Background: an optimization exercise with open tools, aiming at small area and a short achievable clock period. Do not read the settings as production practice.
Function was checked by simulation only, so behaviour that the tests miss may differ from the original.

**flow/flow/run.sh**
```bash
#!/bin/bash
# Standard layout with these changes:
#  * synthesis: no ADDER_MAP_FILE, so Yosys extracts no half/full adder cells and ABC can
#    restructure the modulo-26 adders;
#  * synthesis: ABC maps with flow/abc_area_resyn.script (the ORFS area script preceded by
#    two rounds of AIG rewriting);
#  * placement: every port still gets its buffer, but as buf_2 (BUFFER_PORTS_ARGS) rather
#    than the slow delay-cell buffer the default choice ends up with.
# The synthesis script is synth_recipe.tcl with ORFS's synth.tcl inlined and only
# its abc call changed, so registers are mapped and named exactly as in the
# standard synthesis.  Each tool's log stays under orfs/logs; make's output is
# in make.log.
set -euo pipefail
here=$(pwd)
abc_script=$here/flow/abc_area_resyn.script
{
  head -n 1 synth_recipe.tcl
  sed "s|log_cmd abc {\*}\$abc_args|log_cmd abc -script $abc_script {*}[lrange \$abc_args 2 end]|" \
      "$FLOW_HOME/scripts/synth.tcl"
  tail -n +3 synth_recipe.tcl
} > synth_custom.tcl
grep -q "abc -script $abc_script" synth_custom.tcl
bash standard.sh BUFFER_PORTS_ARGS="-buffer_cell sky130_fd_sc_hd__buf_2" ADDER_MAP_FILE= SYNTH_SCRIPT="$here/synth_custom.tcl" finish > make.log 2>&1
```
**flow/flow/abc_area_resyn.script**
```
strash
balance; rewrite; refactor; balance; rewrite; rewrite -z; balance; refactor -z; rewrite -z; balance
balance; rewrite; refactor; balance; rewrite; rewrite -z; balance; refactor -z; rewrite -z; balance
dch
map -B 0.9
topo
stime -c
buffer -c
upsize -c
dnsize -c
```
**flow/standard.sh**
```bash
#!/bin/bash
# synth_recipe.tcl (not shown) runs the flow's synth.tcl, then flattens the netlist and writes it again
# the make line also repeats each setting of config.mk as NAME=value (left out here)
make -C /OpenROAD-flow-scripts/flow DESIGN_CONFIG=/design/flow/config.mk WORK_HOME=/design/flow/orfs CLKGATE_MAP_FILE= SYNTH_SCRIPT=/design/flow/synth_recipe.tcl "${@:-finish}"
```
**flow/config.mk**
```make
export PLATFORM = sky130hd
export DESIGN_NAME = enigmaMachine
export DESIGN_NICKNAME = enigmaMachine
export VERILOG_FILES = /design/flow/design.v
export SDC_FILE = /design/flow/constraint.sdc
export NUM_CORES = 4
export LEC_CHECK = 0
export ABC_AREA = 1
export CAP_MARGIN = 20
export CORE_MARGIN = 2
export CORE_UTILIZATION = 50
export GPL_TIMING_DRIVEN = 1
export PLACE_DENSITY = 0.75
export SLEW_MARGIN = 20
```
**flow/constraint.sdc**
```tcl
create_clock -name core_clock -period 30.0 [get_ports {load}]
set_input_delay 6.0000 -clock core_clock [delete_from_list [all_inputs] [get_ports {load}]]
set_output_delay 6.0000 -clock core_clock [all_outputs]
set_load 0.01 [all_outputs]
```
**flow/design.v**
```verilog
`default_nettype none
package enigmaPkg;
    typedef logic [8-1:0] asciiChar;
    typedef logic [26-1:0] letterOneHot;
    typedef logic [5-1:0] rotorPos;
endpackage
`default_nettype wire
`timescale 1ns/1ps
`default_nettype none
module enigmaMachine (
    input  logic                load,
    input  logic                reset,
    input  logic                keyValid,
    input  logic                setPositions,
    input  enigmaPkg::asciiChar keyChar,
    input  enigmaPkg::rotorPos  startPosition1,
    input  enigmaPkg::rotorPos  startPosition2,
    input  enigmaPkg::rotorPos  startPosition3,
    output logic                outValid,
    output enigmaPkg::asciiChar outChar
);
    function automatic logic [4:0] lutPlugIn(input logic [4:0] v);
        case (v)
            5'd1: lutPlugIn = 5'd14;
            5'd2: lutPlugIn = 5'd18;
            5'd3: lutPlugIn = 5'd22;
            5'd4: lutPlugIn = 5'd12;
            5'd5: lutPlugIn = 5'd0;
            5'd6: lutPlugIn = 5'd7;
            5'd7: lutPlugIn = 5'd11;
            5'd8: lutPlugIn = 5'd5;
            5'd9: lutPlugIn = 5'd17;
            5'd10: lutPlugIn = 5'd25;
            5'd11: lutPlugIn = 5'd3;
            5'd12: lutPlugIn = 5'd8;
            5'd13: lutPlugIn = 5'd4;
            5'd14: lutPlugIn = 5'd20;
            5'd15: lutPlugIn = 5'd24;
            5'd16: lutPlugIn = 5'd13;
            5'd17: lutPlugIn = 5'd15;
            5'd18: lutPlugIn = 5'd21;
            5'd19: lutPlugIn = 5'd10;
            5'd20: lutPlugIn = 5'd23;
            5'd21: lutPlugIn = 5'd9;
            5'd22: lutPlugIn = 5'd16;
            5'd23: lutPlugIn = 5'd1;
            5'd24: lutPlugIn = 5'd6;
            5'd25: lutPlugIn = 5'd2;
            5'd26: lutPlugIn = 5'd19;
            default: lutPlugIn = 5'd0;
        endcase
    endfunction
    function automatic logic [4:0] lutR1Inv(input logic [4:0] v);
        case (v)
            5'd0: lutR1Inv = 5'd8;
            5'd1: lutR1Inv = 5'd5;
            5'd2: lutR1Inv = 5'd2;
            5'd3: lutR1Inv = 5'd25;
            5'd4: lutR1Inv = 5'd11;
            5'd5: lutR1Inv = 5'd24;
            5'd6: lutR1Inv = 5'd21;
            5'd7: lutR1Inv = 5'd1;
            5'd8: lutR1Inv = 5'd10;
            5'd9: lutR1Inv = 5'd7;
            5'd10: lutR1Inv = 5'd19;
            5'd11: lutR1Inv = 5'd17;
            5'd12: lutR1Inv = 5'd14;
            5'd13: lutR1Inv = 5'd18;
            5'd14: lutR1Inv = 5'd15;
            5'd15: lutR1Inv = 5'd0;
            5'd16: lutR1Inv = 5'd9;
            5'd17: lutR1Inv = 5'd4;
            5'd18: lutR1Inv = 5'd12;
            5'd19: lutR1Inv = 5'd20;
            5'd20: lutR1Inv = 5'd13;
            5'd21: lutR1Inv = 5'd16;
            5'd22: lutR1Inv = 5'd22;
            5'd23: lutR1Inv = 5'd6;
            5'd24: lutR1Inv = 5'd3;
            5'd25: lutR1Inv = 5'd23;
            5'd26: lutR1Inv = 5'd8;
            5'd27: lutR1Inv = 5'd5;
            5'd28: lutR1Inv = 5'd2;
            5'd29: lutR1Inv = 5'd25;
            5'd30: lutR1Inv = 5'd11;
            5'd31: lutR1Inv = 5'd24;
            default: lutR1Inv = 5'd0;
        endcase
    endfunction
    function automatic logic [4:0] lutR2Inv(input logic [4:0] v);
        case (v)
            5'd0: lutR2Inv = 5'd19;
            5'd1: lutR2Inv = 5'd13;
            5'd2: lutR2Inv = 5'd2;
            5'd3: lutR2Inv = 5'd20;
            5'd4: lutR2Inv = 5'd16;
            5'd5: lutR2Inv = 5'd10;
            5'd6: lutR2Inv = 5'd21;
            5'd7: lutR2Inv = 5'd14;
            5'd8: lutR2Inv = 5'd3;
            5'd9: lutR2Inv = 5'd11;
            5'd10: lutR2Inv = 5'd9;
            5'd11: lutR2Inv = 5'd15;
            5'd12: lutR2Inv = 5'd7;
            5'd13: lutR2Inv = 5'd0;
            5'd14: lutR2Inv = 5'd23;
            5'd15: lutR2Inv = 5'd4;
            5'd16: lutR2Inv = 5'd12;
            5'd17: lutR2Inv = 5'd18;
            5'd18: lutR2Inv = 5'd5;
            5'd19: lutR2Inv = 5'd1;
            5'd20: lutR2Inv = 5'd17;
            5'd21: lutR2Inv = 5'd25;
            5'd22: lutR2Inv = 5'd6;
            5'd23: lutR2Inv = 5'd22;
            5'd24: lutR2Inv = 5'd8;
            5'd25: lutR2Inv = 5'd24;
            5'd26: lutR2Inv = 5'd19;
            5'd27: lutR2Inv = 5'd13;
            5'd28: lutR2Inv = 5'd2;
            5'd29: lutR2Inv = 5'd20;
            5'd30: lutR2Inv = 5'd16;
            5'd31: lutR2Inv = 5'd10;
            default: lutR2Inv = 5'd0;
        endcase
    endfunction
    function automatic logic [4:0] lutR3Inv(input logic [4:0] v);
        case (v)
            5'd0: lutR3Inv = 5'd3;
            5'd1: lutR3Inv = 5'd1;
            5'd2: lutR3Inv = 5'd22;
            5'd3: lutR3Inv = 5'd7;
            5'd4: lutR3Inv = 5'd11;
            5'd5: lutR3Inv = 5'd8;
            5'd6: lutR3Inv = 5'd16;
            5'd7: lutR3Inv = 5'd15;
            5'd8: lutR3Inv = 5'd19;
            5'd9: lutR3Inv = 5'd18;
            5'd10: lutR3Inv = 5'd12;
            5'd11: lutR3Inv = 5'd23;
            5'd12: lutR3Inv = 5'd4;
            5'd13: lutR3Inv = 5'd0;
            5'd14: lutR3Inv = 5'd20;
            5'd15: lutR3Inv = 5'd5;
            5'd16: lutR3Inv = 5'd9;
            5'd17: lutR3Inv = 5'd24;
            5'd18: lutR3Inv = 5'd14;
            5'd19: lutR3Inv = 5'd13;
            5'd20: lutR3Inv = 5'd21;
            5'd21: lutR3Inv = 5'd10;
            5'd22: lutR3Inv = 5'd6;
            5'd23: lutR3Inv = 5'd17;
            5'd24: lutR3Inv = 5'd25;
            5'd25: lutR3Inv = 5'd2;
            5'd26: lutR3Inv = 5'd3;
            5'd27: lutR3Inv = 5'd1;
            5'd28: lutR3Inv = 5'd22;
            5'd29: lutR3Inv = 5'd7;
            5'd30: lutR3Inv = 5'd11;
            5'd31: lutR3Inv = 5'd8;
            default: lutR3Inv = 5'd0;
        endcase
    endfunction
    function automatic logic [4:0] lutRefl(input logic [4:0] v);
        case (v)
            5'd0: lutRefl = 5'd22;
            5'd1: lutRefl = 5'd20;
            5'd2: lutRefl = 5'd24;
            5'd3: lutRefl = 5'd9;
            5'd4: lutRefl = 5'd14;
            5'd5: lutRefl = 5'd16;
            5'd6: lutRefl = 5'd8;
            5'd7: lutRefl = 5'd15;
            5'd8: lutRefl = 5'd6;
            5'd9: lutRefl = 5'd3;
            5'd10: lutRefl = 5'd11;
            5'd11: lutRefl = 5'd10;
            5'd12: lutRefl = 5'd23;
            5'd13: lutRefl = 5'd25;
            5'd14: lutRefl = 5'd4;
            5'd15: lutRefl = 5'd7;
            5'd16: lutRefl = 5'd5;
            5'd17: lutRefl = 5'd18;
            5'd18: lutRefl = 5'd17;
            5'd19: lutRefl = 5'd21;
            5'd20: lutRefl = 5'd1;
            5'd21: lutRefl = 5'd19;
            5'd22: lutRefl = 5'd0;
            5'd23: lutRefl = 5'd12;
            5'd24: lutRefl = 5'd2;
            5'd25: lutRefl = 5'd13;
            5'd26: lutRefl = 5'd22;
            5'd27: lutRefl = 5'd20;
            5'd28: lutRefl = 5'd24;
            5'd29: lutRefl = 5'd9;
            5'd30: lutRefl = 5'd14;
            5'd31: lutRefl = 5'd16;
            default: lutRefl = 5'd0;
        endcase
    endfunction
    function automatic logic [4:0] lutR3(input logic [4:0] v);
        case (v)
            5'd0: lutR3 = 5'd13;
            5'd1: lutR3 = 5'd1;
            5'd2: lutR3 = 5'd25;
            5'd3: lutR3 = 5'd0;
            5'd4: lutR3 = 5'd12;
            5'd5: lutR3 = 5'd15;
            5'd6: lutR3 = 5'd22;
            5'd7: lutR3 = 5'd3;
            5'd8: lutR3 = 5'd5;
            5'd9: lutR3 = 5'd16;
            5'd10: lutR3 = 5'd21;
            5'd11: lutR3 = 5'd4;
            5'd12: lutR3 = 5'd10;
            5'd13: lutR3 = 5'd19;
            5'd14: lutR3 = 5'd18;
            5'd15: lutR3 = 5'd7;
            5'd16: lutR3 = 5'd6;
            5'd17: lutR3 = 5'd23;
            5'd18: lutR3 = 5'd9;
            5'd19: lutR3 = 5'd8;
            5'd20: lutR3 = 5'd14;
            5'd21: lutR3 = 5'd20;
            5'd22: lutR3 = 5'd2;
            5'd23: lutR3 = 5'd11;
            5'd24: lutR3 = 5'd17;
            5'd25: lutR3 = 5'd24;
            5'd26: lutR3 = 5'd13;
            5'd27: lutR3 = 5'd1;
            5'd28: lutR3 = 5'd25;
            5'd29: lutR3 = 5'd0;
            5'd30: lutR3 = 5'd12;
            5'd31: lutR3 = 5'd15;
            default: lutR3 = 5'd0;
        endcase
    endfunction
    function automatic logic [4:0] lutR2(input logic [4:0] v);
        case (v)
            5'd0: lutR2 = 5'd13;
            5'd1: lutR2 = 5'd19;
            5'd2: lutR2 = 5'd2;
            5'd3: lutR2 = 5'd8;
            5'd4: lutR2 = 5'd15;
            5'd5: lutR2 = 5'd18;
            5'd6: lutR2 = 5'd22;
            5'd7: lutR2 = 5'd12;
            5'd8: lutR2 = 5'd24;
            5'd9: lutR2 = 5'd10;
            5'd10: lutR2 = 5'd5;
            5'd11: lutR2 = 5'd9;
            5'd12: lutR2 = 5'd16;
            5'd13: lutR2 = 5'd1;
            5'd14: lutR2 = 5'd7;
            5'd15: lutR2 = 5'd11;
            5'd16: lutR2 = 5'd4;
            5'd17: lutR2 = 5'd20;
            5'd18: lutR2 = 5'd17;
            5'd19: lutR2 = 5'd0;
            5'd20: lutR2 = 5'd3;
            5'd21: lutR2 = 5'd6;
            5'd22: lutR2 = 5'd23;
            5'd23: lutR2 = 5'd14;
            5'd24: lutR2 = 5'd25;
            5'd25: lutR2 = 5'd21;
            5'd26: lutR2 = 5'd13;
            5'd27: lutR2 = 5'd19;
            5'd28: lutR2 = 5'd2;
            5'd29: lutR2 = 5'd8;
            5'd30: lutR2 = 5'd15;
            5'd31: lutR2 = 5'd18;
            default: lutR2 = 5'd0;
        endcase
    endfunction
    function automatic logic [4:0] lutR1(input logic [4:0] v);
        case (v)
            5'd0: lutR1 = 5'd15;
            5'd1: lutR1 = 5'd7;
            5'd2: lutR1 = 5'd2;
            5'd3: lutR1 = 5'd24;
            5'd4: lutR1 = 5'd17;
            5'd5: lutR1 = 5'd1;
            5'd6: lutR1 = 5'd23;
            5'd7: lutR1 = 5'd9;
            5'd8: lutR1 = 5'd0;
            5'd9: lutR1 = 5'd16;
            5'd10: lutR1 = 5'd8;
            5'd11: lutR1 = 5'd4;
            5'd12: lutR1 = 5'd18;
            5'd13: lutR1 = 5'd20;
            5'd14: lutR1 = 5'd12;
            5'd15: lutR1 = 5'd14;
            5'd16: lutR1 = 5'd21;
            5'd17: lutR1 = 5'd11;
            5'd18: lutR1 = 5'd13;
            5'd19: lutR1 = 5'd10;
            5'd20: lutR1 = 5'd19;
            5'd21: lutR1 = 5'd6;
            5'd22: lutR1 = 5'd22;
            5'd23: lutR1 = 5'd25;
            5'd24: lutR1 = 5'd5;
            5'd25: lutR1 = 5'd3;
            5'd26: lutR1 = 5'd15;
            5'd27: lutR1 = 5'd7;
            5'd28: lutR1 = 5'd2;
            5'd29: lutR1 = 5'd24;
            5'd30: lutR1 = 5'd17;
            5'd31: lutR1 = 5'd1;
            default: lutR1 = 5'd0;
        endcase
    endfunction
    function automatic logic [4:0] lutPlugOut(input logic [4:0] v);
        case (v)
            5'd0: lutPlugOut = 5'd5;
            5'd1: lutPlugOut = 5'd23;
            5'd2: lutPlugOut = 5'd25;
            5'd3: lutPlugOut = 5'd11;
            5'd4: lutPlugOut = 5'd13;
            5'd5: lutPlugOut = 5'd8;
            5'd6: lutPlugOut = 5'd24;
            5'd7: lutPlugOut = 5'd6;
            5'd8: lutPlugOut = 5'd12;
            5'd9: lutPlugOut = 5'd21;
            5'd10: lutPlugOut = 5'd19;
            5'd11: lutPlugOut = 5'd7;
            5'd12: lutPlugOut = 5'd4;
            5'd13: lutPlugOut = 5'd16;
            5'd14: lutPlugOut = 5'd1;
            5'd15: lutPlugOut = 5'd17;
            5'd16: lutPlugOut = 5'd22;
            5'd17: lutPlugOut = 5'd9;
            5'd18: lutPlugOut = 5'd2;
            5'd19: lutPlugOut = 5'd26;
            5'd20: lutPlugOut = 5'd14;
            5'd21: lutPlugOut = 5'd18;
            5'd22: lutPlugOut = 5'd3;
            5'd23: lutPlugOut = 5'd20;
            5'd24: lutPlugOut = 5'd15;
            5'd25: lutPlugOut = 5'd10;
            5'd26: lutPlugOut = 5'd5;
            5'd27: lutPlugOut = 5'd23;
            5'd28: lutPlugOut = 5'd25;
            5'd29: lutPlugOut = 5'd11;
            5'd30: lutPlugOut = 5'd13;
            5'd31: lutPlugOut = 5'd8;
            default: lutPlugOut = 5'd0;
        endcase
    endfunction
    function automatic logic [4:0] addBits(input logic [3:0] a, input logic [3:0] b, input logic cin);
        logic c;
        c = cin;
        for (int i = 0; i < 4; i++) begin
            addBits[i] = a[i] ^ b[i] ^ c;
            c = (a[i] & b[i]) | (c & (a[i] ^ b[i]));
        end
        addBits[4] = c;
    endfunction
    function automatic logic [4:0] addOff(input logic [4:0] a, input logic [4:0] b);
        logic [4:0] s;
        logic [4:0] t;
        s = addBits(a[4:1], b[4:1], 1'b0);
        t = addBits(s[3:0], {2'b00, s[4], s[4]}, 1'b0);
        addOff = {t[3:0], a[0] ^ b[0]};
    endfunction
    function automatic logic [4:0] subOff(input logic [4:0] a, input logic [4:0] b);
        logic [4:0] s;
        logic [4:0] t;
        s = addBits(a[4:1], ~b[4:1], 1'b1);
        t = addBits(s[3:0], {~s[4], ~s[4], 1'b0, ~s[4]}, 1'b0);
        subOff = {t[3:0], a[0] ^ b[0]};
    endfunction
    function automatic logic [4:0] sub26(input logic [4:0] a, input logic [4:0] b);
        logic [4:0] s;
        logic [4:0] t;
        s = addBits(a[4:1], ~b[4:1], 1'b1);
        t = addBits(s[3:0], 4'd13, 1'b0);
        sub26 = {s[4] ? s[3:0] : t[3:0], a[0] ^ b[0]};
    endfunction
    function automatic logic [4:0] neg26(input logic [4:0] b);
        neg26 = {4'(4'd13 - b[4:1]), b[0]};
    endfunction
    function automatic logic [4:0] wrap26(input logic [4:0] p);
        case (p)
            5'd0: wrap26 = 5'd0;
            5'd1: wrap26 = 5'd3;
            5'd2: wrap26 = 5'd4;
            5'd3: wrap26 = 5'd7;
            5'd4: wrap26 = 5'd8;
            5'd5: wrap26 = 5'd11;
            5'd6: wrap26 = 5'd12;
            5'd7: wrap26 = 5'd15;
            5'd8: wrap26 = 5'd16;
            5'd9: wrap26 = 5'd19;
            5'd10: wrap26 = 5'd20;
            5'd11: wrap26 = 5'd23;
            5'd12: wrap26 = 5'd24;
            5'd13: wrap26 = 5'd1;
            5'd14: wrap26 = 5'd2;
            5'd15: wrap26 = 5'd5;
            5'd16: wrap26 = 5'd6;
            5'd17: wrap26 = 5'd9;
            5'd18: wrap26 = 5'd10;
            5'd19: wrap26 = 5'd13;
            5'd20: wrap26 = 5'd14;
            5'd21: wrap26 = 5'd17;
            5'd22: wrap26 = 5'd18;
            5'd23: wrap26 = 5'd21;
            5'd24: wrap26 = 5'd22;
            5'd25: wrap26 = 5'd25;
            5'd26: wrap26 = 5'd0;
            5'd27: wrap26 = 5'd3;
            5'd28: wrap26 = 5'd4;
            5'd29: wrap26 = 5'd7;
            5'd30: wrap26 = 5'd8;
            5'd31: wrap26 = 5'd11;
            default: wrap26 = 5'd0;
        endcase
    endfunction
    function automatic logic [4:0] inc26(input logic [4:0] p);
        inc26 = {(p[4:1] == 4'd12) ? 4'd0 : 4'(p[4:1] + 4'd1), ~p[0]};
    endfunction
    localparam logic [4:0] LAST = 5'b11001;
    logic [4:0] p1, p2, p3;
    logic [4:0] d12, d23;
    logic       isLetter;
    logic       keyAccepted;
    logic       step1, carry1, carry2;
    assign isLetter    = (keyChar[7:5] == 3'b010) && (keyChar[4:0] != 5'd0) && (keyChar[4:0] <= 5'd26);
    assign keyAccepted = keyValid && !setPositions;
    assign step1       = keyAccepted && isLetter;
    assign carry1      = step1 && (p1 == LAST);
    assign carry2      = carry1 && (p2 == LAST);
    assign d12 = sub26(p1, p2);
    assign d23 = sub26(p2, p3);
    logic [4:0] s0, s1, s2, s3, s4, s5, s6, s7;
    logic [4:0] cipherIdx;
    logic [7:0] held;
    logic       heldLetter;
    logic [4:0] heldOff4;
    logic [4:0] heldOff5;
    logic [4:0] heldOff6;
    logic [4:0] heldOff7;
    assign s0 = subOff(lutPlugIn(keyChar[4:0]), p1);
    assign s1 = addOff(lutR1Inv(s0), d12);
    assign s2 = addOff(lutR2Inv(s1), d23);
    assign s3 = addOff(lutR3Inv(s2), p3);
    always_ff @(posedge load) begin
        if (reset) begin
            outValid   <= 1'b0;
            held       <= '0;
            heldLetter <= 1'b0;
        end else begin
            outValid <= keyAccepted;
            if (keyAccepted) begin
                held       <= isLetter ? {3'b000, lutRefl(s3)} : keyChar;
                heldLetter <= isLetter;
            end
        end
    end
    always_ff @(posedge load) begin
        if (step1) begin
            heldOff4 <= p3;
            heldOff5 <= d23;
            heldOff6 <= d12;
            heldOff7 <= p1;
        end
    end
    assign s4 = subOff(held[4:0], heldOff4);
    assign s5 = subOff(lutR3(s4), heldOff5);
    assign s6 = subOff(lutR2(s5), heldOff6);
    assign s7 = addOff(lutR1(s6), heldOff7);
    assign cipherIdx = lutPlugOut(s7);
    assign outChar = heldLetter ? {3'b010, cipherIdx} : held;
    always_ff @(posedge load) begin
        if (reset) begin
            p1 <= '0;
            p2 <= '0;
            p3 <= '0;
        end else if (setPositions) begin
            p1 <= wrap26(startPosition1);
            p2 <= wrap26(startPosition2);
            p3 <= wrap26(startPosition3);
        end else begin
            if (step1)  p1 <= inc26(p1);
            if (carry1) p2 <= inc26(p2);
            if (carry2) p3 <= inc26(p3);
        end
    end
endmodule
`default_nettype wire
```
==> notes.md, run 1 <==
* Overall Global Routing Usage at 23.8%
* Worst Hold Class: reg -> reg
* Remaining Overflow, GRT at 0
* Core footprint at 13300 sq um
* FFs w/ async S/R, synth at 0%
* CTS Buf Count at 5
* Final core occ at 54.8%
* Cell taking the most area after synthesis: nand2_1
* Final hold violations at 0
* Initial antenna violation count at 0
* Cell with the most instances after synthesis: nand2_1
* Total die area at 14600 sq um
* Post-CTS sizing at 0
* # DRC at 0
* Share of cells above drive strength 1 at 16.3%
* Most common cell on crit path: nand2_1
* Setup TNS at 0 ps
* Syn. warnings at 1
* Post-synth EDFFs at 20
* # clock sinks at 45
* Worst setup EP type: primary output
* Post-Syn Instances at 1186
* Top_reg_cell synth: dfxtp_1
* Outcome: finished clean
* Startpoint types: register
* CTS tree: done
* DR WL/cell at 12.0 um
* Main combinational cell family by area after synthesis: simple AND/OR/NAND/NOR gates
* Hold Buf Count CTS at 0
* Clock Tree Buf Depth at 2
* Worst slew pin tran at 723 ps
* Post-synthesis adder-cell area fraction at 0%
* Number of global-route vias before repair at 6811
* Largest net degree at the start of global routing at 26
* NumNets Final at 1245
* Final period util at 42.3%
* Synth top area share at 21.3%
* Max transition margin at 51.5%
* Synth Area in Compound Gates at 16.6%
* Sequential element share of the synthesized area at 16.2%
* Final setup fails at 0
* Yosys cell types at 50
* Multiplexer area fraction after synthesis at 0%
* Reg clk slew, reported paths at 60 ps
* RSZ-0062 raised after global routing: false
* DRT Pass-1 Iters at 5
* Dpl hpwl at 13.5 mm
* Syn nets at 1213
* Final wirelength at 16.8 mm
* Synth area leaders: nand2_1 21%, nand3_1 11%, edfxtp_1 8.8%
* Mean Syn Cell Area at 5.75 sq um
* Crit-path max FO at 10
* Post-synthesis register bit count at 45
* Worst skew pair latency at 290 ps
* DRT iter0 DRCs at 493
* # rows at 42
* Worst Path Required at 24000 ps
* CP max-delay cell: xnor2_1
* Synth-to-layout area growth at 6.92%
* Setup Skew at 4.53 ps
* Crit path time final at 12700 ps
* XOR/XNOR Fraction of Synth Area at 5.80%
* Mapped Area at 6810 sq um
* Number of buffers added on ports at 35
* Max_cap viols at 0
* Final Slew Violations at 0
* Die Ht at 121 um
* Ant diodes at 0
* Die X-Extent at 121 um
* Synth Area in Simple Gates at 51.3%
* DR vias/cell at 5.44
* Effective utilization at floorplan at 51.3%
* Max Freq at 78.7 MHz
* Setup CP Type: reg -> out
* H-tree Lvls at 2
* Critical path's largest stage delay at 510 ps
* Arrival time worst endpoint at 6700 ps
* CTS root buffer: clkbuf_16
* Gpl congestion at 0.979
* Ports at 36
* Routed Antenna Nets at 0
* Vias at 7594
* First-pass GRT wire length at 29.4 mm
* Synth top cells by count: 386 x nand2_1, 149 x nand3_1, 127 x inv_1
* Total setup buffers inserted after CTS at 0
-- per-stage QoR --
stage	worst slack [ps]	instance area [sq um]	instances	hold slack [ps]
after CTS	17370	7290	1395	465
after floorplan	18650	6810	1186	440
final	17300	7290	1395	466
after global routing	16510	7290	1395	512
after global placement	17730	7150	1387	452
after detailed placement	17690	7150	1387	455
-- path summary, 6_finish.rpt --
kind	slack (ps)	depth (start not counted)	from	end
setup reg to reg	23800	45	p1[1]	held[4]
hold / removal	470	2	held[7]	held[7]
hold reg to reg	470	2	held[7]	held[7]
setup / recovery	17300	53	held[1]	outChar[0]
-- registers in the layout, indices dropped and copies added (netlist names) --
signal	flops
held	8
heldOff6	5
p3	5
p1	5
heldLetter	1
heldOff5	5
heldOff4	5
heldOff7	5
p2	5
outValid	1
-- cells by family (layout without fill, tap and decap cells) --
logic type / after synthesis / count (layout)
xor+xnor: 40 / 40
simple gates: 738 / 738
buf+inv: 174 / 207
flops: 45 / 45
compound gates: 189 / 189
-- cell usage in the layout, fill, tap and decap left out, types with 15 or more instances in the layout --
| cell type | instances |
|---|---|
| nand2_1 | 386 |
| nand3_1 | 149 |
| inv_1 | 127 |
| nor2_1 | 70 |
| a21oi_1 | 61 |
| nand2_2 | 53 |
| o21ai_0 | 41 |
| buf_2 | 35 |
| inv_2 | 34 |
| dfxtp_1 | 25 |
| xor2_1 | 23 |
| edfxtp_1 | 20 |
| o21ai_1 | 18 |
| o211ai_1 | 16 |
| nand3_2 | 16 |
| nand2_4 | 15 |
| a31oi_1 | 15 |
-- metal layers --
layer	vias to the layer above	global-route usage [%]	share of wire (%)
li1	3980	-	-
met1	3378	31.2	46
met2	217	41.6	48
met3	19	2.55	5.1
met4	0	6.32	1.2
met5	-	0	0
-- layout make-up --
cell class,count,area [sq um]
fill,1380,6010
multi-input combinational,967,5020
sequential,45,1100
inverter,163,619
tap,176,220
timing repair buffer,36,183
clock buffer,5,125
clock inverter,3,12.5
-- worst max-delay path, delay by kind of cell (launching register included) --
| family | cells | cell delay, ps |
|---|---|---|
| simple gates | 39 | 3890 |
| xor+xnor | 2 | 790 |
| compound gates | 6 | 650 |
| buf+inv | 6 | 580 |
| flops | 1 | 500 |
==> run 2: changes to the inputs <==
--- a/flow/config.mk
+++ b/flow/config.mk
@@ -8,7 +8,5 @@
 export ABC_AREA = 1
 export CAP_MARGIN = 20
 export CORE_MARGIN = 2
-export CORE_UTILIZATION = 50
-export GPL_TIMING_DRIVEN = 1
-export PLACE_DENSITY = 0.75
+export CORE_UTILIZATION = 20
 export SLEW_MARGIN = 20
==> notes.md, run 2 <==
* CTS Buf Count at 5 (unchanged)
* Die Ht at 189 um (+56%)
* Yosys cell types at 50 (unchanged)
* Worst skew pair latency at 300 ps (about the same)
* Hold Path Stages at 2 (unchanged)
* Worst Path Required at 24000 ps (about the same)
* Final wirelength at 18.5 mm (+10%)
* Mapped Area at 6810 sq um (unchanged)
* Max Freq at 79.2 MHz (+0.60%)
* Setup slack, reg-to-reg at 23650 ps (-150 ps)
* Worst r2r src: p1[1]
* Setup Skew at 3.97 ps (-0.558 ps)
* Initial antenna violation count at 0 (unchanged)
* Worst Hold Class: reg -> reg
* Syn nets at 1213 (unchanged)
* Arrival time worst endpoint at 6620 ps (-80 ps)
* Worst slew pin tran at 620 ps (-103 ps)
* Post-CTS sizing at 0 (unchanged)
* Top_reg_cell synth: dfxtp_1
* Design Area, Final at 7630 sq um (+4.7%)
* Critical path's largest stage delay at 510 ps (about the same)
* Post-synth EDFFs at 20 (unchanged)
* Outcome: finished clean
* R2R Path End: held[0]
* Worst Hold Slack at 462 ps (-3.89 ps)
* Post-Syn Instances at 1186 (unchanged)
* First-pass GRT wire length at 30.9 mm (+5.0%)
* # rows at 67 (+60%)
* Multi-input logic area at 5020 sq um (unchanged)
* # clock sinks at 45 (unchanged)
* Mean Syn Cell Area at 5.75 sq um (unchanged)
* Most frequent cells in the layout: 386 x nand2_1, 149 x nand3_1, 127 x inv_1, 70 x nor2_1, 61 x a21oi_1
* CP max-delay cell: xnor2_1
* Gpl congestion at 0.890 (-9.1%)
* Register area at 1100 sq um (unchanged)
* Syn. warnings at 1 (unchanged)
* Final hold violations at 0 (unchanged)
* Sequential element share of the synthesized area at 16.2% (unchanged)
* Synth-to-layout area growth at 12.0%
* Final period util at 42.1% (-0.25 points)
* # DRC at 0 (unchanged)
* Final Slew Violations at 0 (unchanged)
* Commonest non-fill, non-tap cell in the layout: nand2_1
* Dpl hpwl at 15.1 mm (+12%)
* Max transition margin at 58.4% (+6.9 points)
* Effective utilization at floorplan at 20.3% (-31 points)
* Area post-placement at 7490 sq um (+4.8%)
* Cell with the most instances after synthesis: nand2_1
* Setup CP Type: reg -> out
* Share of cells above drive strength 1 at 16.4% (+0.082 points)
* Final setup fails at 0 (unchanged)
* Reg clk slew, reported paths at 60 ps (about the same)
* DR WL/cell at 11.1 um (-7.9%)
* Clock Tree Buf Depth at 2 (unchanged)
* Hold Buf Count CTS at 0 (unchanged)
* Cell taking the most area after synthesis: nand2_1
* Routed Antenna Nets at 0 (unchanged)
* DRT Pass-1 Iters at 5 (unchanged)
* Max_cap viols at 0 (unchanged)
* Ports at 36 (unchanged)
* Total setup buffers inserted after CTS at 0 (unchanged)
* Worst setup EP type: primary output
* H-tree Lvls at 2 (unchanged)
* Worst Reg2Reg Path Length in Cells at 46 (+2.2%)
* Ant diodes at 0 (unchanged)
* Number of global-route vias before repair at 6640 (-2.5%)
* Post-synthesis register bit count at 45 (unchanged)
* CTS tree: done
* NumNets Final at 1245 (unchanged)
* Max reg flops at 8 (unchanged)
* RSZ-0062 raised after global routing: false
* Die X-Extent at 189 um (+56%)
* Synth top cells by count: 386 x nand2_1, 149 x nand3_1, 127 x inv_1
* Most flop-heavy register: held
* Endpoint, Worst Hold: held[6]
* Remaining Overflow, GRT at 0 (unchanged)
* Synth top area share at 21.3% (unchanged)
* CTS root buffer: clkbuf_16
* Crit path time final at 12630 ps (-75.6 ps)
* Vias at 7588 (-0.079%)
* # fillers at 3868 (+180%)
* Hold wc startpoint: held[6]
* Final core occ at 22.8% (-32 points)
* DR vias/cell at 4.55 (-16%)
* Setup TNS at 0 ps (unchanged)
* Overall Global Routing Usage at 10.3% (-14 points)
* Largest net degree at the start of global routing at 26 (unchanged)
* Core footprint at 33500 sq um (+150%)
* FFs w/ async S/R, synth at 0% (unchanged)
* Synth area leaders: nand2_1 21%, nand3_1 11%, edfxtp_1 8.8%
* Number of buffers added on ports at 35 (unchanged)
* DRT iter0 DRCs at 403 (-18%)
* Startpoint types: register
* Total die area at 35600 sq um (+140%)
* Most common cell on crit path: nand2_1
* Crit-path max FO at 10 (unchanged)
[run 2: changes by cell type in the layout (fill, tap and decap cells not counted), sizes merged]
cell,change
inv,+1
clkinv,-3
clkbuf,+2
[run 2: routing by layer]
metal	wire, um	GRT usage [%]
met5	0	0
met4	185	2.46
met3	644	1.04
met2	8660	17.3
met1	8990	14.0
[run 2: metrics by stage]
step / instances / worst slack, ps
2_1_floorplan: 1186 / 18650
3_3_place_gp: 1659 / 17650
3_5_place_dp: 1659 / 17640
4_1_cts: 1667 / 17350
5_1_grt: 1667 / 16510
6_report: 1667 / 17380
[run 2: how the worst max path moves through the flow]
| stage | start | cells past startpoint | slack (ps) | end |
|---|---|---|---|---|
| 2_1_floorplan | heldOff4[2] | 57 | 18650 | outChar[4] |
| 3_3_place_gp | heldOff4[1] | 49 | 17650 | outChar[2] |
| 3_5_place_dp | keyChar[1] | 56 | 17640 | held[0] |
| 4_1_cts | heldOff4[1] | 53 | 17350 | outChar[2] |
| 5_1_grt | heldOff4[1] | 57 | 16510 | outChar[2] |
| 6_report | heldOff4[2] | 50 | 17380 | outChar[2] |
[run 2: cell type report]
type	count	share of cell area, %
clock buffer	7	1.79
tap	448	7.35
inverter	163	8.12
timing repair buffer	36	2.39
clock inverter	1	0.0820
sequential	45	14.4
multi-input combinational	967	65.8
[run 2: cells by family (layout without fill, tap and decap cells)]
logic type | after synthesis | in the layout | synth area share [%]
DFF | 45 | 45 | 16.2
xor gates and xnor gates | 40 | 40 | 5.80
AOI/OAI and AO/OA | 189 | 189 | 16.6
buffers and inverters | 174 | 207 | 10.1
and+or+nand+nor | 738 | 738 | 51.3
[run 2: critical path, delay by kind of cell, from the launching register on]
family | cells | cell delay, ps
AO/OA/AOI/OAI | 7 | 740
AND/OR/NAND/NOR | 35 | 3790
XOR/XNOR | 2 | 800
flip-flops | 1 | 380
buffers and inverters | 6 | 620
==> run 3: changes to the inputs <==
--- a/flow/design.v
+++ b/flow/design.v
@@ -416,6 +416,9 @@
             default: wrap26 = 5'd0;
         endcase
     endfunction
+    function automatic logic [4:0] dec26(input logic [4:0] p);
+        dec26 = {(p[4:1] == 4'd0) ? 4'd12 : 4'(p[4:1] - 4'd1), ~p[0]};
+    endfunction
     function automatic logic [4:0] inc26(input logic [4:0] p);
         inc26 = {(p[4:1] == 4'd12) ? 4'd0 : 4'(p[4:1] + 4'd1), ~p[0]};
     endfunction
@@ -437,9 +440,14 @@
     logic [7:0] held;
     logic       heldLetter;
     logic [4:0] heldOff4;
-    logic [4:0] heldOff5;
-    logic [4:0] heldOff6;
-    logic [4:0] heldOff7;
+    logic       p1Zero, p2Zero;
+    logic [4:0] p1Old, d12Old, d23Old, p3Old;
+    assign p1Zero = (p1 == 5'd0);
+    assign p2Zero = (p2 == 5'd0);
+    assign p1Old  = dec26(p1);
+    assign d12Old = p1Zero ? d12 : dec26(d12);
+    assign d23Old = (p1Zero && !p2Zero) ? dec26(d23) : d23;
+    assign p3Old  = (p1Zero && p2Zero) ? dec26(p3) : p3;
     assign s0 = subOff(lutPlugIn(keyChar[4:0]), p1);
     assign s1 = addOff(lutR1Inv(s0), d12);
     assign s2 = addOff(lutR2Inv(s1), d23);
@@ -454,21 +462,21 @@
             if (keyAccepted) begin
                 held       <= isLetter ? {3'b000, lutRefl(s3)} : keyChar;
                 heldLetter <= isLetter;
+            end else if (setPositions && heldLetter) begin
+                held       <= outChar;
+                heldLetter <= 1'b0;
             end
         end
     end
     always_ff @(posedge load) begin
         if (step1) begin
             heldOff4 <= p3;
-            heldOff5 <= d23;
-            heldOff6 <= d12;
-            heldOff7 <= p1;
         end
     end
     assign s4 = subOff(held[4:0], heldOff4);
-    assign s5 = subOff(lutR3(s4), heldOff5);
-    assign s6 = subOff(lutR2(s5), heldOff6);
-    assign s7 = addOff(lutR1(s6), heldOff7);
+    assign s5 = subOff(lutR3(s4), d23Old);
+    assign s6 = subOff(lutR2(s5), d12Old);
+    assign s7 = addOff(lutR1(s6), p1Old);
     assign cipherIdx = lutPlugOut(s7);
     assign outChar = heldLetter ? {3'b010, cipherIdx} : held;
     always_ff @(posedge load) begin
--- a/flow/flow/run.sh
+++ b/flow/flow/run.sh
@@ -20,4 +20,4 @@
   tail -n +3 synth_recipe.tcl
 } > synth_custom.tcl
 grep -q "abc -script $abc_script" synth_custom.tcl
-bash standard.sh BUFFER_PORTS_ARGS="-buffer_cell sky130_fd_sc_hd__buf_2" ADDER_MAP_FILE= SYNTH_SCRIPT="$here/synth_custom.tcl" finish > make.log 2>&1
+bash standard.sh SETUP_SLACK_MARGIN=19.5 BUFFER_PORTS_ARGS="-buffer_cell sky130_fd_sc_hd__buf_2" ADDER_MAP_FILE= SYNTH_SCRIPT="$here/synth_custom.tcl" finish > make.log 2>&1
==> notes.md, run 3 <==
* Synth area leaders: nand2_1 24%, nand3_1 13%, inv_1 8.9%
* # DRC at 0 (unchanged)
* Max transition margin at 56.9% (-1.4 points)
* Overall Global Routing Usage at 11.9% (+1.7 points)
* Sequential element share of the synthesized area at 9.84% (-6.3 points)
* Post-synth EDFFs at 5 (-75%)
* Final setup fails at 0 (unchanged)
* Final period util at 41.2% (-0.91 points)
* Number of buffers added on ports at 35 (unchanged)
* Largest net degree at the start of global routing at 17 (-35%)
* Syn. warnings at 1 (unchanged)
* Final hold violations at 0 (unchanged)
* CTS Buf Count at 5 (unchanged)
* Max_cap viols at 0 (unchanged)
* Max Freq at 81.0 MHz (+2.2%)
* Number of global-route vias before repair at 7699 (+16%)
* Setup Skew at 3.53 ps (-0.438 ps)
* Max reg flops at 8 (unchanged)
* Hold wc startpoint: held[5]
* Worst skew pair latency at 270 ps (-30 ps)
* Worst slew pin tran at 645 ps (+24.9 ps)
* Effective utilization at floorplan at 20.3% (about the same)
* Syn nets at 1288 (+6.2%)
* Cell with the most instances after synthesis: nand2_1
* Crit-path max FO at 7 (-3)
* Cell taking the most area after synthesis: nand2_1
* # fillers at 3589 (-7.2%)
* Most flop-heavy register: held
* DP Worst Slack at 17690 ps (+48.4 ps)
* DRT Pass-1 Iters at 7 (+2)
* R2R Path End: held[0]
* Final wirelength at 22.2 mm (+20%)
* Commonest non-fill, non-tap cell in the layout: nand2_1
* Worst Hold Class: reg -> reg
* FFs w/ async S/R, synth at 0% (unchanged)
* CTS tree: done
* # clock sinks at 30 (-33%)
* Vias at 8502 (+12%)
* Share of cells above drive strength 1 at 36.0% (+20 points)
* Final Slew Violations at 0 (unchanged)
* Post-Syn Instances at 1261 (+6.3%)
* Initial antenna violation count at 0 (unchanged)
* Crit path time final at 12350 ps (-274 ps)
* Ports at 36 (unchanged)
* Register area at 658 sq um (-40%)
* Mapped Area at 6610 sq um (-3.0%)
* RSZ-0062 raised after global routing: true
* Cell family with most CP delay: simple AND/OR/NAND/NOR gates
* Die X-Extent at 186 um (-1.5%)
* Most frequent cells in the layout: 315 x nand2_1, 137 x inv_1, 121 x nand3_1, 113 x nand2_2, 66 x nor2_1
* Worst r2r src: heldOff4[2]
* DR WL/cell at 12.3 um (+11%)
* Critical path's largest stage delay at 430 ps (-80 ps)
* H-tree Lvls at 2 (unchanged)
* Post-synthesis register bit count at 30 (-33%)
* First-pass GRT wire length at 35.1 mm (+14%)
* Die Ht at 186 um (-1.5%)
* Yosys cell types at 52 (+4.0%)
* Gpl congestion at 0.934 (+4.9%)
* Endpoint, Worst Hold: held[5]
* Worst Reg2Reg Path Length in Cells at 55 (+20%)
* Mean Syn Cell Area at 5.24 sq um (-8.7%)
* Final WS setup at 17650 ps (+274 ps)
* CP max-delay cell: edfxtp_1
* Setup slack, reg-to-reg at 23780 ps (+130 ps)
* Most common cell on crit path: nand2_2
* Hold Path Stages at 2 (unchanged)
* Ant diodes at 0 (unchanged)
* Clock Tree Buf Depth at 2 (unchanged)
* Dpl hpwl at 15.7 mm (+3.6%)
* Reg clk slew, reported paths at 50 ps (about the same)
* Worst Path Required at 24000 ps (about the same)
* Remaining Overflow, GRT at 0 (unchanged)
* NumNets Final at 1390 (+12%)
* Core footprint at 32500 sq um (-3.0%)
* Synth top cells by count: 419 x nand2_1, 170 x nand3_1, 156 x inv_1
* DR vias/cell at 4.71 (+3.4%)
* Outcome: finished clean
* Setup CP Type: reg -> out
* Synth-to-layout area growth at 44.0%
* Synth top area share at 23.8% (+2.5 points)
* Setup TNS at 0 ps (unchanged)
* Startpoint types: register
* Multi-input logic area at 6740 sq um (+34%)
* Arrival time worst endpoint at 6350 ps (-270 ps)
* Routed Antenna Nets at 0 (unchanged)
* Total die area at 34500 sq um (-2.9%)
* Hold Buf Count CTS at 0 (unchanged)
* # rows at 66 (-1.5%)
* CTS root buffer: clkbuf_16
* CP bufs+invs at 7 (+1)
* Worst setup EP type: primary output
* Top_reg_cell synth: dfxtp_1
* DRT iter0 DRCs at 569 (+41%)
run 3: cell types whose count changed after synthesis, sizes merged, moves of 3 or more:
cell    delta
o221ai     -4
inv       +16
or2        +3
nand3b     -3
xnor2      -4
nand2     +34
o21ai     +14
edfxtp    -15
nand3     +16
nor2      +15
nand4      +6
o31ai      -3
a31oi      -5
run 3: metal layers:
layer  GRT usage, %  wire length [um]
met4           3.12               461
met1           15.4              9750
met5              0                 0
met2           21.2             11100
met3          0.959               849
run 3: timing repair:
action / CTS / global route
setup buffers: 39 / 27
resized for setup: 159 / 191
setup endpoints to repair: 10 / 10
pin swaps: 76 / 108
cloned: 1 / 3
run 3: worst max path at each step:
stage | from | endpoint | slack (ps) | depth (start not counted)
after global placement | p1[2] | outChar[1] | 17740 | 55
after detailed placement | p1[2] | outChar[1] | 17690 | 55
after floorplan | heldOff4[1] | outChar[4] | 18790 | 51
after CTS | heldOff4[2] | outChar[1] | 17790 | 58
final | heldOff4[2] | outChar[1] | 17650 | 53
after global routing | heldOff4[2] | outChar[3] | 17060 | 54
run 3: cell families (layout without fill, tap and decap cells):
| group | count (synthesis) | in the layout | share of synthesized area (%) |
|---|---|---|---|
| simple gates | 806 | 810 | 55.5 |
| compound gates | 201 | 201 | 18.5 |
| buf+inv | 189 | 288 | 11.0 |
| xor+xnor | 35 | 35 | 5.09 |
| flops | 30 | 30 | 9.84 |
run 3: worst min-delay path: cells and delay by family, from the launching register on:
kind	cells	cell delay [ps]
flip-flops	1	300
AND/OR/NAND/NOR	1	60
AO/OA/AOI/OAI	1	50
run 3: area by class of cell:
cell class / instances / share of cell area [%]
Clock buffer: 6 / 1.35
Clock inverter: 2 / 0.0920
Inverter: 179 / 7.38
Multi-Input combinational cell: 1046 / 70.8
Sequential cell: 30 / 6.91
Tap cell: 442 / 5.81
Timing Repair Buffer: 101 / 7.63
run 3: stage by stage:
stage                     cells  utilization, %  area [sq um]  hold WS (ps)
final                      1806            29.3          9520           465
after global routing       1806            29.3          9520           499
after CTS                  1776            26.1          8500           468
after detailed placement   1728            22.9          7460           460
after global placement     1728            22.9          7460           454
after floorplan            1261               -          6790           444
==> run 4: changes to the inputs <==
--- a/flow/flow/run.sh
+++ b/flow/flow/run.sh
@@ -20,4 +20,4 @@
   tail -n +3 synth_recipe.tcl
 } > synth_custom.tcl
 grep -q "abc -script $abc_script" synth_custom.tcl
-bash standard.sh SETUP_SLACK_MARGIN=19.5 BUFFER_PORTS_ARGS="-buffer_cell sky130_fd_sc_hd__buf_2" ADDER_MAP_FILE= SYNTH_SCRIPT="$here/synth_custom.tcl" finish > make.log 2>&1
+bash standard.sh SETUP_SLACK_MARGIN=18 BUFFER_PORTS_ARGS="-buffer_cell sky130_fd_sc_hd__buf_2" ADDER_MAP_FILE= SYNTH_SCRIPT="$here/synth_custom.tcl" finish > make.log 2>&1
==> notes.md, run 4 <==
* CP max-delay cell: dfxtp_4
* Syn nets at 1288 (unchanged)
* Hold Buf Count CTS at 0 (unchanged)
* Setup CP Type: reg -> out
* Arrival time worst endpoint at 6240 ps (-110 ps)
* Cell with the most instances after synthesis: nand2_1
* Gpl congestion at 0.889 (-4.8%)
* Final period util at 40.8% (-0.37 points)
* Clock Tree Buf Depth at 2 (unchanged)
* Commonest non-fill, non-tap cell in the layout: nand2_1
* Post-synthesis register bit count at 30 (unchanged)
* Crit-path max FO at 8 (+1)
* Synth top area share at 23.8% (unchanged)
* H-tree Lvls at 2 (unchanged)
* Remaining Overflow, GRT at 0 (unchanged)
* Worst Reg2Reg Path Length in Cells at 55 (unchanged)
* RSZ-0062 raised after global routing: true
* Number of buffers added on ports at 35 (unchanged)
* DR WL/cell at 12.5 um (+1.9%)
* Worst Hold Class: reg -> reg
* Post-synth EDFFs at 5 (unchanged)
* FFs w/ async S/R, synth at 0% (unchanged)
* # DRC at 0 (unchanged)
* DR vias/cell at 4.75 (+0.97%)
* NumNets Final at 1417 (+1.9%)
* Reg clk slew, reported paths at 50 ps (about the same)
* DRT iter0 DRCs at 607 (+6.7%)
* Startpoint types: register
* Syn. warnings at 1 (unchanged)
* Critical path's largest stage delay at 370 ps (-60 ps)
* Yosys cell types at 52 (unchanged)
* Largest net degree at the start of global routing at 17 (unchanged)
* Setup Skew at 5.49 ps (+1.96 ps)
* # clock sinks at 30 (unchanged)
* Core footprint at 32500 sq um (unchanged)
* Max_cap viols at 0 (unchanged)
* Worst setup EP type: primary output
* Ant diodes at 0 (unchanged)
* Die X-Extent at 186 um (unchanged)
* Final core occ at 30.7% (+1.5 points)
* Final wirelength at 22.9 mm (+3.4%)
* Max reg flops at 8 (unchanged)
* Final Slew Violations at 0 (unchanged)
* Max transition margin at 51.5% (-5.5 points)
* CTS tree: done
* Top_reg_cell synth: dfxtp_1
* Worst slew pin tran at 727 ps (+81.8 ps)
* Mean Syn Cell Area at 5.24 sq um (unchanged)
* Total die area at 34500 sq um (unchanged)
* Worst skew pair latency at 280 ps (about the same)
* Final setup fails at 0 (unchanged)
* Effective utilization at floorplan at 20.3% (unchanged)
* Dpl hpwl at 16.1 mm (+2.5%)
* Most frequent cells in the layout: 299 x nand2_1, 130 x inv_1, 118 x nand2_2, 114 x nand3_1, 85 x buf_4
* DRT Pass-1 Iters at 5 (-2)
* Routed Antenna Nets at 0 (unchanged)
* Sequential element share of the synthesized area at 9.84% (unchanged)
* Final hold violations at 0 (unchanged)
* CTS root buffer: clkbuf_16
* Worst Path Required at 24000 ps (about the same)
* Post-Syn Instances at 1261 (unchanged)
* Synth top cells by count: 419 x nand2_1, 170 x nand3_1, 156 x inv_1
* Outcome: finished clean
* Mapped Area at 6610 sq um (unchanged)
* Hold Path Stages at 2 (unchanged)
* Synth-to-layout area growth at 51.3%
* CTS Buf Count at 5 (unchanged)
* Share of cells above drive strength 1 at 40.0% (+4.0 points)
* Number of global-route vias before repair at 7773 (+0.96%)
* Initial antenna violation count at 0 (unchanged)
* Cell taking the most area after synthesis: nand2_1
* Ports at 36 (unchanged)
* # rows at 66 (unchanged)
* Most common cell on crit path: nand2_2
* Synth area leaders: nand2_1 24%, nand3_1 13%, inv_1 8.9%
* Crit path time final at 12240 ps (-112 ps)
* Setup TNS at 0 ps (unchanged)
* First-pass GRT wire length at 35.1 mm (about the same)
* Max Freq at 81.7 MHz (+0.91%)
* Most flop-heavy register: held
* Die Ht at 186 um (unchanged)
* Vias at 8713 (+2.5%)
* # fillers at 3511 (-2.2%)
* Overall Global Routing Usage at 12.0% (+0.054 points)
-- run 4: area by class of cell --
class                           count  area [sq um]  share of cell area [%]
Inverter                          179           711                    7.10
Clock inverter                      2          12.5                   0.125
Timing Repair Buffer              130           981                    9.81
Multi-Input combinational cell   1044          6940                    69.3
Clock buffer                        6           139                    1.39
Sequential cell                    30           672                    6.72
Tap cell                          442           553                    5.53
-- run 4: metrics by stage --
stage	cells	hold WS [ps]	instance area, sq um	worst slack (ps)
final	1833	467	10000	17760
after global routing	1833	497	10000	17260
after CTS	1781	474	8480	17840
after detailed placement	1729	465	7290	17600
after global placement	1729	456	7290	17630
after floorplan	1261	444	6610	18630
-- run 4: final timing paths --
kind	to	from	slack [ps]
worst max register to register	held[2]	p1[2]	23860
worst max-delay path	outChar[1]	p1[2]	17760
worst min-delay path	held[5]	held[5]	470
worst min register to register	held[5]	held[5]	470
-- run 4: cells by family after synthesis --
group / synth area share (%)
buffers and inverters: 11.0
and+or+nand+nor: 55.5
DFF: 9.84
AOI/OAI and AO/OA: 18.5
xor gates and xnor gates: 5.09
-- run 4: what timing repair did --
action,4_1_cts,5_1_grt
endpoints found under the setup margin,6,10
resized for setup,183,280
pin swaps,75,138
gates cloned,0,2
buffers inserted,44,50
-- run 4: per-layer routing --
metal	up-vias	GRT usage, %	share of wire [%]
li1	4394	-	-
met1	4069	15.2	44
met2	217	21.8	51
met3	33	0.646	3.2
met4	0	3.43	1.8
met5	-	0	0
-- run 4: critical path: cells and delay by family (launching register included) --
family	cells	cell delay [ps]
simple gates	35	3470
buf+inv	13	1180
xor+xnor	1	110
compound gates	4	830
flops	1	370
==> run 5: changes to the inputs <==
--- a/flow/flow/run.sh
+++ b/flow/flow/run.sh
@@ -20,4 +20,4 @@
   tail -n +3 synth_recipe.tcl
 } > synth_custom.tcl
 grep -q "abc -script $abc_script" synth_custom.tcl
-bash standard.sh SETUP_SLACK_MARGIN=18 BUFFER_PORTS_ARGS="-buffer_cell sky130_fd_sc_hd__buf_2" ADDER_MAP_FILE= SYNTH_SCRIPT="$here/synth_custom.tcl" finish > make.log 2>&1
+bash standard.sh SETUP_SLACK_MARGIN=18.2 SETUP_MOVE_SEQUENCE=sizeup SKIP_LAST_GASP=1 BUFFER_PORTS_ARGS="-buffer_cell sky130_fd_sc_hd__buf_2" ADDER_MAP_FILE= SYNTH_SCRIPT="$here/synth_custom.tcl" finish > make.log 2>&1
==> notes.md, run 5 <==
* Outcome: finished clean
* Die Ht at 186 um (unchanged)
* DRT iter0 DRCs at 499 (-18%)
* Synth-to-layout area growth at 32.1%
* NumNets Final at 1321 (-6.8%)
* Post-Syn Instances at 1261 (unchanged)
* Synth top area share at 23.8% (unchanged)
* CTS tree: done
* Syn. warnings at 1 (unchanged)
* Synth top cells by count: 419 x nand2_1, 170 x nand3_1, 156 x inv_1
* Post-synthesis register bit count at 30 (unchanged)
* Post-CTS sizing at 181 (-1.1%)
* Most common cell on crit path: nand2_4
* Final period util at 41.3% (+0.48 points)
* Worst slew pin tran at 711 ps (-15.4 ps)
* Worst skew pair latency at 280 ps (about the same)
* Max_cap viols at 0 (unchanged)
* Startpoint types: register
* Max Freq at 80.8 MHz (-1.2%)
* Effective utilization at floorplan at 20.3% (unchanged)
* Worst Hold Class: reg -> reg
* Reg clk slew, reported paths at 50 ps (about the same)
* Initial antenna violation count at 0 (unchanged)
* Synth area leaders: nand2_1 24%, nand3_1 13%, inv_1 8.9%
* Overall Global Routing Usage at 11.5% (-0.49 points)
* Crit path time final at 12380 ps (+143 ps)
* DR WL/cell at 12.0 um (-4.3%)
* Final setup fails at 0 (unchanged)
* Vias at 8122 (-6.8%)
* Critical path's largest stage delay at 370 ps (about the same)
* Yosys cell types at 52 (unchanged)
* Crit-path max FO at 9 (+1)
* Sequential element share of the synthesized area at 9.84% (unchanged)
* # DRC at 0 (unchanged)
* Most frequent cells in the layout: 340 x nand2_1, 134 x inv_1, 129 x nand3_1, 89 x nand2_2, 62 x nor2_1
* Ant diodes at 0 (unchanged)
* Clock Tree Buf Depth at 2 (unchanged)
* Largest net degree at the start of global routing at 17 (unchanged)
* CTS Buf Count at 5 (unchanged)
* # rows at 66 (unchanged)
* Post-synth EDFFs at 5 (unchanged)
* Die X-Extent at 186 um (unchanged)
* Worst setup EP type: primary output
* CP max-delay cell: edfxtp_1
* Most flop-heavy register: held
* Arrival time worst endpoint at 6380 ps (+140 ps)
* First-pass GRT wire length at 33.6 mm (-4.2%)
* Max reg flops at 8 (unchanged)
* Gpl congestion at 0.889 (unchanged)
* H-tree Lvls at 2 (unchanged)
* Hold Buf Count CTS at 0 (unchanged)
* Remaining Overflow, GRT at 0 (unchanged)
* DR vias/cell at 4.68 (-1.6%)
* Dpl hpwl at 16.1 mm (unchanged)
* CTS root buffer: clkbuf_16
* DRT Pass-1 Iters at 5 (unchanged)
* RSZ-0062 raised after global routing: true
* Total setup buffers inserted after CTS at 0 (-100%)
* Number of global-route vias before repair at 7436 (-4.3%)
* Number of buffers added on ports at 35 (unchanged)
* Total die area at 34500 sq um (unchanged)
* Commonest non-fill, non-tap cell in the layout: nand2_1
* Top_reg_cell synth: dfxtp_1
* Core footprint at 32500 sq um (unchanged)
* Cell with the most instances after synthesis: nand2_1
* Setup Skew at 5.50 ps (+0.00830 ps)
* Final core occ at 26.8% (-3.9 points)
* Final Slew Violations at 0 (unchanged)
* FFs w/ async S/R, synth at 0% (unchanged)
* Routed Antenna Nets at 0 (unchanged)
* Ports at 36 (unchanged)
* # clock sinks at 30 (unchanged)
* Final wirelength at 20.8 mm (-9.3%)
* Setup TNS at 0 ps (unchanged)
* Final hold violations at 0 (unchanged)
* Mean Syn Cell Area at 5.24 sq um (unchanged)
* Syn nets at 1288 (unchanged)
* Share of cells above drive strength 1 at 30.0% (-10 points)
* Cell taking the most area after synthesis: nand2_1
* Setup CP Type: reg -> out
* Mapped Area at 6610 sq um (unchanged)
* Max transition margin at 52.5% (+1.0 points)
* Worst Path Required at 24000 ps (about the same)
## run 5: cell counts after synthesis
Identical to the previous run, type by type.
## run 5: stage by stage
step	cell area, sq um	std cells	hold slack [ps]	worst slack, ps
after floorplan	6610	1261	444	18630
after global placement	7290	1729	456	17630
after detailed placement	7290	1729	465	17600
after CTS	8180	1737	474	17850
after global routing	8730	1737	497	17150
final	8730	1737	468	17620
## run 5: cells by family after synthesis
logic type / after synthesis / share of synthesized area (%)
AND/OR/NAND/NOR: 806 / 55.5
flip-flops: 30 / 9.84
XOR/XNOR: 35 / 5.09
AO/OA/AOI/OAI: 201 / 18.5
buffers and inverters: 189 / 11.0
## run 5: area by class of cell
cell class	count	area, sq um
fill	3659	23800
multi-input combinational	1042	6450
inverter	179	711
sequential	30	657
tap	442	553
timing repair buffer	36	211
clock buffer	6	139
clock inverter	2	12.5
## run 5: routing by layer
metal | global-route usage (%) | wire length (um) | vias to the layer above
met1 | 14.8 | 9430 | 3708
met5 | 0 | 0 | -
met2 | 21.0 | 10400 | 184
li1 | - | - | 4205
met3 | 0.607 | 594 | 25
met4 | 2.61 | 318 | 0
## run 5: path summary, 6_finish.rpt
| kind | cells past startpoint | slack, ps | startpoint | endpoint |
|---|---|---|---|---|
| max | 45 | 17620 | heldOff4[2] | outChar[3] |
| min | 2 | 470 | held[5] | held[5] |
| max reg2reg | 49 | 23870 | heldOff4[2] | held[4] |
| min reg2reg | 2 | 470 | held[5] | held[5] |
## run 5: worst max-delay path, delay by kind of cell, from the launching register on
kind                   cells  cell delay [ps]
XOR/XNOR                   1              270
flip-flops                 1              370
AO/OA/AOI/OAI              6             1050
AND/OR/NAND/NOR           34             3990
buffers and inverters      4              390
==> run 6: changes to the inputs <==
--- a/flow/flow/run.sh
+++ b/flow/flow/run.sh
@@ -20,4 +20,4 @@
   tail -n +3 synth_recipe.tcl
 } > synth_custom.tcl
 grep -q "abc -script $abc_script" synth_custom.tcl
-bash standard.sh SETUP_SLACK_MARGIN=18.2 SETUP_MOVE_SEQUENCE=sizeup SKIP_LAST_GASP=1 BUFFER_PORTS_ARGS="-buffer_cell sky130_fd_sc_hd__buf_2" ADDER_MAP_FILE= SYNTH_SCRIPT="$here/synth_custom.tcl" finish > make.log 2>&1
+bash standard.sh SETUP_SLACK_MARGIN=17.6 SETUP_MOVE_SEQUENCE=sizeup SKIP_LAST_GASP=1 BUFFER_PORTS_ARGS="-buffer_cell sky130_fd_sc_hd__buf_2" ADDER_MAP_FILE= SYNTH_SCRIPT="$here/synth_custom.tcl" finish > make.log 2>&1
==> notes.md, run 6 <==
* Core footprint at 32500 sq um (unchanged)
* DRT Pass-1 Iters at 5 (unchanged)
* Mapped Area at 6610 sq um (unchanged)
* Final setup fails at 0 (unchanged)
* Crit path time final at 12340 ps (-45.8 ps)
* Startpoint types: register
* Final wirelength at 20.6 mm (-0.95%)
* NumNets Final at 1321 (unchanged)
* DR WL/cell at 11.9 um (-0.95%)
* First-pass GRT wire length at 32.6 mm (-3.1%)
* Ant diodes at 0 (unchanged)
* Most flop-heavy register: held
* Fin cells at 1737 (unchanged)
* Syn nets at 1288 (unchanged)
* Synth top area share at 23.8% (unchanged)
* FFs w/ async S/R, synth at 0% (unchanged)
* Worst Path Required at 24000 ps (about the same)
* Commonest non-fill, non-tap cell in the layout: nand2_1
* CP max-delay cell: edfxtp_1
* Syn. warnings at 1 (unchanged)
* Cell with the most instances after synthesis: nand2_1
* Routed Antenna Nets at 0 (unchanged)
* Cell family with most CP delay: simple AND/OR/NAND/NOR gates
* Post-synthesis register bit count at 30 (unchanged)
* Area post-placement at 7290 sq um (unchanged)
* Total setup buffers inserted after CTS at 0 (unchanged)
* Critical path's largest stage delay at 370 ps (about the same)
* Mean Syn Cell Area at 5.24 sq um (unchanged)
* Worst r2r src: p1[1]
* Most frequent cells in the layout: 340 x nand2_1, 139 x inv_1, 135 x nand3_1, 96 x nand2_2, 65 x nor2_1
* Remaining Overflow, GRT at 0 (unchanged)
* Outcome: finished clean
* Max_cap viols at 0 (unchanged)
* Setup TNS at 0 ps (unchanged)
* # DRC at 0 (unchanged)
* Final period util at 41.1% (-0.15 points)
* CTS root buffer: clkbuf_16
* Final hold violations at 0 (unchanged)
* CP bufs+invs at 6 (+2)
* H-tree Lvls at 2 (unchanged)
* Worst setup EP type: primary output
* Effective utilization at floorplan at 20.3% (unchanged)
* Hold Buf Count CTS at 0 (unchanged)
* Max transition margin at 52.6% (+0.11 points)
* Reg clk slew, reported paths at 50 ps (about the same)
* Sequential element share of the synthesized area at 9.84% (unchanged)
* Ports at 36 (unchanged)
* Total die area at 34500 sq um (unchanged)
* Most common cell on crit path: nand2_4
* RSZ-0062 raised after global routing: true
* DP Worst Slack at 17600 ps (unchanged)
* CTS Buf Count at 5 (unchanged)
* Largest net degree at the start of global routing at 17 (unchanged)
* Synth area leaders: nand2_1 24%, nand3_1 13%, inv_1 8.9%
* Worst Hold Class: reg -> reg
* Worst slew pin tran at 710 ps (-1.69 ps)
* DR vias/cell at 4.69 (+0.25%)
* Vias at 8142 (+0.25%)
* Overall Global Routing Usage at 11.1% (-0.37 points)
* Number of global-route vias before repair at 7150 (-3.8%)
* # clock sinks at 30 (unchanged)
* Synth top cells by count: 419 x nand2_1, 170 x nand3_1, 156 x inv_1
* Setup CP Type: reg -> out
* Design Area, Final at 8600 sq um (-1.5%)
* Share of cells above drive strength 1 at 28.7% (-1.2 points)
* Post-Syn Instances at 1261 (unchanged)
* Top_reg_cell synth: dfxtp_1
* Final Slew Violations at 0 (unchanged)
* # rows at 66 (unchanged)
* Gpl congestion at 0.889 (unchanged)
* Yosys cell types at 52 (unchanged)
* Max reg flops at 8 (unchanged)
* Crit-path max FO at 10 (+1)
* Dpl cells at 1729 (unchanged)
* Final WS setup at 17660 ps (+45.8 ps)
* Die X-Extent at 186 um (unchanged)
* CTS tree: done
* Post-CTS sizing at 55 (-70%)
* Die Ht at 186 um (unchanged)
* Hold wc startpoint: held[5]
* Cell taking the most area after synthesis: nand2_1
* Arrival time worst endpoint at 6340 ps (-40 ps)
* DRT iter0 DRCs at 486 (-2.6%)
* Initial antenna violation count at 0 (unchanged)
* Number of buffers added on ports at 35 (unchanged)
* # fillers at 3668 (+0.25%)
* Setup Skew at 5.83 ps (+0.323 ps)
* Synth-to-layout area growth at 30.1%
* Worst skew pair latency at 280 ps (about the same)
* Max Freq at 81.1 MHz (+0.37%)
* Clock Tree Buf Depth at 2 (unchanged)
* Critical Path Start: heldOff4[2]
* Post-synth EDFFs at 5 (unchanged)
* Dpl hpwl at 16.1 mm (unchanged)
-- run 6: cell counts after synthesis --
No cell type changed its count.
-- run 6: final cells by class --
type | count | area [sq um] | area share (%)
clock inverters | 2 | 12.5 | 0.145
flip-flops and latches | 30 | 657 | 7.64
well taps | 442 | 553 | 6.43
multi-input cells | 1042 | 6320 | 73.5
inverters | 179 | 703 | 8.17
clock buffers | 6 | 139 | 1.61
repair buffers | 36 | 214 | 2.49
-- run 6: metrics by stage --
step | hold slack (ps) | utilization [%]
CTS | 474 | 23.5
global route | 497 | 26.4
detailed placement | 465 | 22.4
finish | 467 | 26.4
global placement | 456 | 22.4
floorplan | 444 | -
-- run 6: final timing paths --
path         slack [ps]          to  cells past startpoint
min                 470     held[5]                      2
min reg2reg         470     held[5]                      2
max               17660  outChar[4]                     47
max reg2reg       23730     held[3]                     46
-- run 6: logic make-up (layout without fill, tap and decap cells) --
logic type      after synthesis  in the layout  synth area share (%)
simple gates                806            806                  55.5
compound gates              201            201                  18.5
buf+inv                     189            223                  11.0
xor+xnor                     35             35                  5.09
flops                        30             30                  9.84
-- run 6: worst min-delay path: cells and delay by family, from the launching register on --
kind               cells  cell delay, ps
and+or+nand+nor        1              60
AOI/OAI and AO/OA      1              60
DFF                    1             300
-- run 6: layer usage --
| metal | vias up | wire length [um] | global-route usage (%) |
|---|---|---|---|
| met3 | 23 | 577 | 0.470 |
| met1 | 3718 | 9500 | 14.7 |
| met2 | 199 | 10200 | 20.0 |
| li1 | 4202 | - | - |
| met4 | 0 | 274 | 2.17 |
| met5 | - | 0 | 0 |

[afterwards: timing with drivers on the ports]
How much do the figures lean on ideal ports? The routed layouts below were timed once more, with nothing changed but the port constraints.
Step 1 sets driving cells, clkbuf_16 on the clock port and buf_2 on the other inputs (assumed; they add their load-dependent delay and slew).
Step 2 moves the port delays by t, midway between the first and last clock arrival at a register: inputs arrive t later, outputs are due t later. That takes back most of the time a late clock gives input paths.
a / b / c = no drivers / after step 1 / after step 2; a / b = the first two.
run | t (ns) | slack for setup (ns) | worst setup path at the end | slew at the worst register clock pin (ns) | worst data-port slew with drivers (ns)
run 1 | 0.330 | 17.299 / 17.260 / 17.589 | register to output | 0.06 / 0.06 | 0.03
run 2 | 0.341 | 17.375 / 17.332 / 17.532 | input to register | 0.06 / 0.06 | 0.05
run 3 | 0.305 | 17.649 / 17.616 / 17.872 | input to register | 0.05 / 0.05 | 0.08
run 4 | 0.304 | 17.761 / 17.735 / 18.039 | register to output | 0.05 / 0.05 | 0.06
run 5 | 0.303 | 17.618 / 17.592 / 17.895 | register to output | 0.05 / 0.05 | 0.06
run 6 | 0.302 | 17.663 / 17.638 / 17.761 | input to register | 0.05 / 0.05 | 0.06
After both steps every run listed still meets setup and hold.
